Source: an optimization exercise on an open RTL-to-GDS flow (aim: small area and a short achievable clock period). Production flows keep margins and buffers that such runs may drop.
Where RTL was checked, it was by simulation tests only, not by an equivalence proof against the original.

Setup of the previous run:
==> module muldiv_engine, before the edit <==
module muldiv_engine #(
    parameter int MULT_CYCLES = 5,
    parameter int DIV_CYCLES  = 10
) (
    input  logic        clk,
    input  logic        reset,
    input  logic        start,
    input  logic [2:0]  op,
    input  logic [31:0] d1,
    input  logic [31:0] d2,
    input  logic        flush,
    output logic        busy,
    output logic [31:0] hi,
    output logic [31:0] lo
);
    logic        busy_reg;
    logic [3:0]  cnt_reg;
    logic        is_div_reg, sgn_reg, sa_reg, bprev_reg;
    logic        dpre_reg, dstep_reg, last_reg, busy_out_reg;
    logic [31:0] a_reg, l_reg;
    logic [33:0] h_reg;
    logic [31:0] hi_reg, lo_reg;
    assign busy = busy_out_reg;
    assign hi   = hi_reg;
    assign lo   = lo_reg;
    wire accept = start && !flush && !busy_reg && (op != 3'd0) && (op != 3'd7);
    wire op_md  = (op == 3'd1) || (op == 3'd2) || (op == 3'd3) || (op == 3'd4);
    wire last     = last_reg;
    wire div_pre  = dpre_reg;
    wire div_step = dstep_reg;
    logic sb_reg;
    wire sb       = sb_reg;
    wire dz       = (a_reg == 32'd0);
    wire [34:0] m35  = {{3{sgn_reg & a_reg[31]}}, a_reg};
    wire [34:0] m35x2 = {m35[33:0], 1'b0};
    localparam int BLK = 6;
    function automatic logic [34:0] add35(input logic [34:0] x, input logic [34:0] y,
                                          input logic cin);
        logic [34:0] s;
        logic        c, s0, pre, cblk;
        c = cin; pre = 1'b1; cblk = 1'b0;
        for (int i = 0; i < 35; i++) begin
            if (i % BLK == 0 && i != 0) begin
                c = 1'b0; pre = 1'b1;
            end
            s0 = x[i] ^ y[i] ^ c;
            c  = (x[i] & y[i]) | (c & (x[i] ^ y[i]));
            s[i] = (i < BLK) ? s0 : (s0 ^ (cblk & pre));
            pre  = pre & s0;
            if (i % BLK == BLK - 1) cblk = (i < BLK) ? c : (c | (pre & cblk));
        end
        add35 = s;
    endfunction
    function automatic logic [31:0] cneg32(input logic [31:0] x, input logic neg);
        logic [31:0] s;
        logic        z;
        z = 1'b0;
        for (int i = 0; i < 32; i++) begin
            s[i] = x[i] ^ (neg & z);
            z    = z | x[i];
        end
        cneg32 = s;
    endfunction
    logic [34:0] t [0:3];
    logic [3:0]  qb;
    logic [7:0]  pbits;
    always_comb begin
        for (int j = 0; j < 4; j++) begin
            logic [34:0] x, y;
            logic        one, two, neg, b2, b1, b0, rs;
            if (j == 0) begin
                rs = h_reg[33];
                if (div_step) x = {h_reg[32], h_reg[32:0], l_reg[31] & ~div_pre};
                else          x = {h_reg[33], h_reg};
            end else begin
                rs = t[j-1][34];
                if (div_step) x = {t[j-1][32], t[j-1][32:0], l_reg[31-j] & ~div_pre};
                else          x = {t[j-1][34], t[j-1][34], t[j-1][34:2]};
            end
            b2 = l_reg[2*j+1];
            b1 = l_reg[2*j];
            b0 = (j == 0) ? bprev_reg : l_reg[2*j-1];
            if (is_div_reg) begin
                if (last) begin
                    one = rs; two = 1'b0; neg = rs & sb;          
                end else begin
                    one = 1'b1; two = 1'b0; neg = ~(rs ^ sb);     
                end
            end else if (last) begin
                one = bprev_reg & ~sgn_reg; two = 1'b0; neg = 1'b0;   
            end else begin
                one = b1 ^ b0;
                two = (b2 & ~b1 & ~b0) | (~b2 & b1 & b0);
                neg = b2;
            end
            y = (({35{one}} & m35) | ({35{two}} & m35x2)) ^ {35{neg}};
            t[j] = add35(x, y, neg);
            qb[3-j] = ~t[j][34];
            pbits[2*j+1 -: 2] = t[j][1:0];
        end
    end
    wire        neg_l  = div_pre ? (sgn_reg & l_reg[31]) : (is_div_reg & (sa_reg ^ sb));
    wire [31:0] l_neg  = cneg32(l_reg, neg_l);
    wire        neg_h  = is_div_reg & sa_reg;
    wire [31:0] h_res  = cneg32(t[0][31:0], neg_h);
    always_ff @(posedge clk) begin
        if (!busy_reg) begin
            a_reg      <= d2;
            l_reg      <= d1;
            h_reg      <= 34'd0;
            bprev_reg  <= 1'b0;
            sgn_reg    <= (op == 3'd1) || (op == 3'd3);
            sb_reg     <= ((op == 3'd1) || (op == 3'd3)) && d2[31];
            is_div_reg <= (op == 3'd3) || (op == 3'd4);
            if (op == 3'd1 || op == 3'd2) cnt_reg <= 4'd5;
            else                          cnt_reg <= 4'd10;
            dpre_reg   <= (op == 3'd3) || (op == 3'd4);
            dstep_reg  <= (op == 3'd3) || (op == 3'd4);
            last_reg   <= 1'b0;
        end else begin
            cnt_reg   <= cnt_reg - 4'd1;
            dpre_reg  <= 1'b0;
            dstep_reg <= is_div_reg && (cnt_reg != 4'd2);
            last_reg  <= (cnt_reg == 4'd2);
            if (is_div_reg) h_reg <= t[3][33:0];
            else            h_reg <= {t[3][34], t[3][34:2]};
            if (div_pre) begin
                l_reg  <= l_neg;
                sa_reg <= sgn_reg & l_reg[31];
            end else if (is_div_reg) begin
                l_reg <= {l_reg[27:0], qb};
            end else begin
                l_reg     <= {pbits, l_reg[31:8]};
                bprev_reg <= l_reg[7];
            end
        end
        if (reset) begin
            busy_reg <= 1'b0;
            busy_out_reg <= 1'b0;
            hi_reg   <= 32'd0;
            lo_reg   <= 32'd0;
        end else if (!busy_reg) begin
            busy_reg <= accept && op_md;
            busy_out_reg <= start && !flush && op_md;
            if (accept && op == 3'd5) hi_reg <= d1;
            if (accept && op == 3'd6) lo_reg <= d1;
        end else if (last) begin
            busy_reg <= 1'b0;
            busy_out_reg <= 1'b0;
            if (!(is_div_reg && dz)) begin
                hi_reg <= h_res;
                lo_reg <= l_neg;
            end
        end
    end
endmodule
Settings: LEC_CHECK=0, ABC_AREA=1, CAP_MARGIN=20, CORE_MARGIN=2, CORE_UTILIZATION=50, SLEW_MARGIN=20; clock period 130.0 ns.
standard.sh (not shown) runs the stock make flow with config.mk's settings and CLKGATE_MAP_FILE= SYNTH_SCRIPT=/design/flow/synth_recipe.tcl, a recipe that flattens the netlist after the stock synthesis.
==> flow/flow/run.sh <==
#!/bin/bash
# Standard ORFS layout, with plain buf_1 cells as the port buffers, the repair steps
# asked to leave setup slack to spare at the design's clock period, and larger clock
# sink clusters (fewer leaf clock buffers).
set -euo pipefail
export BUFFER_PORTS_ARGS="-buffer_cell sky130_fd_sc_hd__buf_1"
export SETUP_SLACK_MARGIN=102.8
export CTS_ARGS="-sink_clustering_enable -repair_clock_nets -dont_use_dummy_load -sink_clustering_size 30 -sink_clustering_max_diameter 150"
bash standard.sh finish > standard.log 2>&1
Relative to the previous run, the following input files were edited for the current run:
--- a/flow/design.v
+++ b/flow/design.v
@@ -34,5 +34,5 @@
     wire [34:0] m35  = {{3{sgn_reg & a_reg[31]}}, a_reg};
     wire [34:0] m35x2 = {m35[33:0], 1'b0};
-    localparam int BLK = 6;
+    localparam int BLK = 5;
     function automatic logic [34:0] add35(input logic [34:0] x, input logic [34:0] y,
                                           input logic cin);
### Flow results
- On the current run: global-route met1 utilization is 3.7 points lower than what the previous run gave.
- Summary of the current run over the previous run: wire length shrank by about 1.4%, finished layout cell area grew by 240 sq um, post-layout minimum cycle time shrank by 0.10 ns.
- The current run ended with every stage complete and zero timing, DRC or antenna violations.
- The current run: global routing met3 resource utilization 0.72 points below the previous run
- From the previous run to the current run the numbers moved as follows: post-synthesis to final-layout area growth flat; number of violations reported at the end of detailed-routing iteration 0 down 139.
No functional check of the RTL was part of the current run.

-- separate check: timing with driven ports --
How much do the figures lean on ideal ports? The routed layouts below were timed once more, with nothing changed but the port constraints. Step 1 (the two cells are an assumption about what drives the block):
set clk [get_ports {clk}]
set_driving_cell -lib_cell sky130_fd_sc_hd__clkbuf_16 $clk
set_driving_cell -lib_cell sky130_fd_sc_hd__buf_2 [delete_from_list [all_inputs] $clk]
Step 2 times the ports against the registers' clock, not the clock port: input delays grow and output delays shrink by t, the midpoint of the rising clock arrivals with the driver on. a / b / c = ideal / step 1 / step 2; a / b = the first two.
| run | shift t [ns] | slack for setup (ns) | latest minus earliest clock arrival (ns) | cell pins on the clock port's net |
|---|---|---|---|---|
| the previous run | 0.501 | 102.872 / 102.900 / 102.399 | 0.028 / 0.028 | 1 |
| the current run | 0.505 | 102.974 / 102.919 / 102.508 | 0.040 / 0.040 | 1 |
After both steps setup and hold are still met in every run listed. The setup slack of the previous run, which loses most, moves by +0.028 ns with the drivers and by -0.473 ns with both steps.
